This is an optimization exercise on Yosys and OpenROAD, whose aim is a short achievable clock period and few clock cycles, not a production implementation. Function was checked by simulation only, so behaviour that the tests miss may differ from the original. Power and IR drop assume default switching activity.

==> build 24 <==
## mipsTop
module mipsTop (
	input  logic        clk,
	input  logic        rstN,
	output logic [31:0] instrAddr,
	input  logic [31:0] instr,
	output logic        rwValid,
	output logic [31:0] rwPc,
	output logic [4:0]  rwAddr,
	output logic [31:0] rwData,
	output logic        mwValid,
	output logic [31:0] mwPc,
	output logic [31:0] mwAddr,
	output logic [31:0] mwData
);
	mipsCore iCore (.clk(clk), .rstN(rstN), .instrAddr(instrAddr), .instr(instr),
		.rwValid(rwValid), .rwPc(rwPc), .rwAddr(rwAddr), .rwData(rwData),
		.mwValid(mwValid), .mwPc(mwPc), .mwAddr(mwAddr), .mwData(mwData));
endmodule
make LEC_CHECK=0 ABC_CLOCK_PERIOD_IN_PS=1000 CAP_MARGIN=20 CELL_PAD_IN_SITES_DETAIL_PLACEMENT=1 CORE_MARGIN=2 CORE_UTILIZATION=35 SETUP_SLACK_MARGIN=5 SLEW_MARGIN=20 finish   # period 8.0 ns
run.sh (not shown) runs the stock make flow with config.mk's settings and CLKGATE_MAP_FILE= SYNTH_SCRIPT=/design/flow/synth_recipe.tcl, a recipe that flattens the netlist after the stock synthesis.
==> inputs of build 23, as changes to build 24 <==
--- a/flow/design.v
+++ b/flow/design.v
@@ -28,10 +28,13 @@
 	logic [31:2] dPc;
 	logic        dBeqF;         
 	logic        dBlk;          
 	logic        dMemF;         
 	logic        dRsRtF;        
+	logic [15:0] dTgtLo;        
+	logic        dTgtInc;       
+	logic        dTgtDec;       
 	logic        e1Wr;
 	logic [4:0]  e1Dest;
 	logic        e1Sum;         
 	logic        e1Lw;
 	logic        e1Ori;
@@ -81,13 +84,15 @@
 	logic [31:0] regs  [1:31];
 	logic [15:0] memLo [0:63];
 	logic [15:0] memHi [0:63];
 	logic [31:2] pcInc;
 	logic [31:1] fRsOh, fRtOh;
+	logic [17:0] fTgtX;
 	logic [31:0] fRs, fRt;
 	assign pcInc     = pc + 30'd1;
 	assign instrAddr = {pc, 2'b00};
+	assign fTgtX = {1'b0, pc[17:2], 1'b1} + {1'b0, instr[15:0], 1'b1};
 	always_comb begin
 		for (int i = 1; i < 32; i++) begin
 			fRsOh[i] = (instr[25:21] == 5'(i));
 			fRtOh[i] = (instr[20:16] == 5'(i));
 		end
@@ -106,11 +111,10 @@
 	logic [4:0]  rsA, rtA, rdA, dDest;
 	logic        dAddu, dSubu, dOri, dLui, dLw, dSw, dBeq, dWr;
 	logic [31:0] dRs, dRt;           
 	logic [15:0] dRsLo, dRtLo;       
 	logic        stall, dTaken, dDefer, dEq, redirect;
-	logic [16:0] tgtLo;
 	logic [31:18] tgtHi;
 	logic [31:2] dTarget;
 	logic [7:0]  dEa;
 	assign op    = dInstr[31:26];
 	assign funct = dInstr[5:0];
@@ -130,20 +134,19 @@
 	assign dRt   = dH3Rt ? rRes : dRtF;
 	assign dRsLo = dH2Rs ? e2ResLo : dRs[15:0];
 	assign dRtLo = dH2Rt ? e2ResLo : dRt[15:0];
 	assign stall = !dKill && dMemF && dH1Rs;
 	assign dEa   = dRsLo[7:0] + dInstr[7:0];
-	assign tgtLo = 17'(({1'b0, dPc[17:2], 1'b1} + {1'b0, dInstr[15:0], 1'b1}) >> 1);
 	always_comb begin
-		if (tgtLo[16] && !dInstr[15])
+		if (dTgtInc)
 			tgtHi = dPc[31:18] + 14'd1;
-		else if (!tgtLo[16] && dInstr[15])
+		else if (dTgtDec)
 			tgtHi = dPc[31:18] - 14'd1;
 		else
 			tgtHi = dPc[31:18];
 	end
-	assign dTarget = {tgtHi, tgtLo[15:0]};
+	assign dTarget = {tgtHi, dTgtLo};
 	always_comb begin
 		if (dH3Rs)
 			dEq = (rRes == dRtF);
 		else if (dH3Rt)
 			dEq = (dRsF == rRes);
@@ -246,10 +249,13 @@
 				dBeqF  <= (instr[31:26] == 6'h04) && !redirect;
 				dBlk   <= (dWr && (dDest == instr[25:21] || dDest == instr[20:16]))
 					|| (e1Wr && (e1Dest == instr[25:21] || e1Dest == instr[20:16]));
 				dMemF  <= (instr[31:26] == 6'h23) || (instr[31:26] == 6'h2b);
 				dRsRtF <= (instr[25:21] == instr[20:16]);
+				dTgtLo  <= fTgtX[16:1];
+				dTgtInc <= fTgtX[17] && !instr[15];
+				dTgtDec <= !fTgtX[17] && instr[15];
 				dRsF   <= fRs;
 				dRtF   <= fRt;
 				dH1Rs  <= dWr && (dDest == instr[25:21]);
 				dH1Rt  <= dWr && (dDest == instr[20:16]);
 				dH2Rs  <= e1Wr && (e1Dest == instr[25:21]);
==> results.txt <==
Die H 692 um; layout cells sized above 1 0.168; Synth Area in Adders 0.00460; routed wl met3 124 mm; CP max-delay cell xor2_1; Clk pwr share 0.497; Worst Setup SP iCore.dRtF[13]; #FFs+latches synth 3,898; status no timing/DRC/antenna violations; M3 GR Usage 0.124
Source of the figures above: build 23

==> results.txt <==
beginning of the worst register-to-register path iCore.e2F1A; #FFs+latches synth 3,880; Synth Area in Adders 0.00463; status no timing/DRC/antenna violations; M3 GR Usage 0.132; routed wl met3 129 mm; Die H 689 um; Clk pwr share 0.484; top flop regs iCore.memHi (1024), iCore.memLo (1024), iCore.regs (992); CP max-delay cell a211oi_4; layout cells sized above 1 0.167
Source of the figures above: build 24

Testbench counts of build 24, summed over its fixed seeds: cycles 13,304.
Testbench counts of build 23, summed over its fixed seeds: cycles 13,304.

[separate check: timing with driven ports]
Ports are ideal in the flow. The routed layouts listed here were re-timed in OpenROAD. Step 1 (the two cells are an assumption about what drives the block):
set clk [get_ports {clk}]
set_driving_cell -lib_cell sky130_fd_sc_hd__clkbuf_16 $clk
set_driving_cell -lib_cell sky130_fd_sc_hd__buf_2 [delete_from_list [all_inputs] $clk]
Step 2, shift: input delay + t, output delay - t, t = (earliest + latest rising clock arrival at the registers) / 2. This alone moves slack from input paths to output paths. a / b / c = ideal / step 1 / step 2; a / b = the first two.
| run | t, ns | setup slack, ns | worst register clock-pin slew, ns | cell pins on the clock port's net |
|---|---|---|---|---|
| build 24 | 1.163 | 4.380 / 4.380 / 3.834 | 0.07 / 0.07 | 1 |
| build 23 | 1.175 | 4.439 / 4.439 / 3.743 | 0.08 / 0.08 | 1 |
After both steps setup and hold are still met in every run listed. For build 23, which loses most, drivers alone change the setup slack by 0.000 ns; drivers and shift together by -0.696 ns.
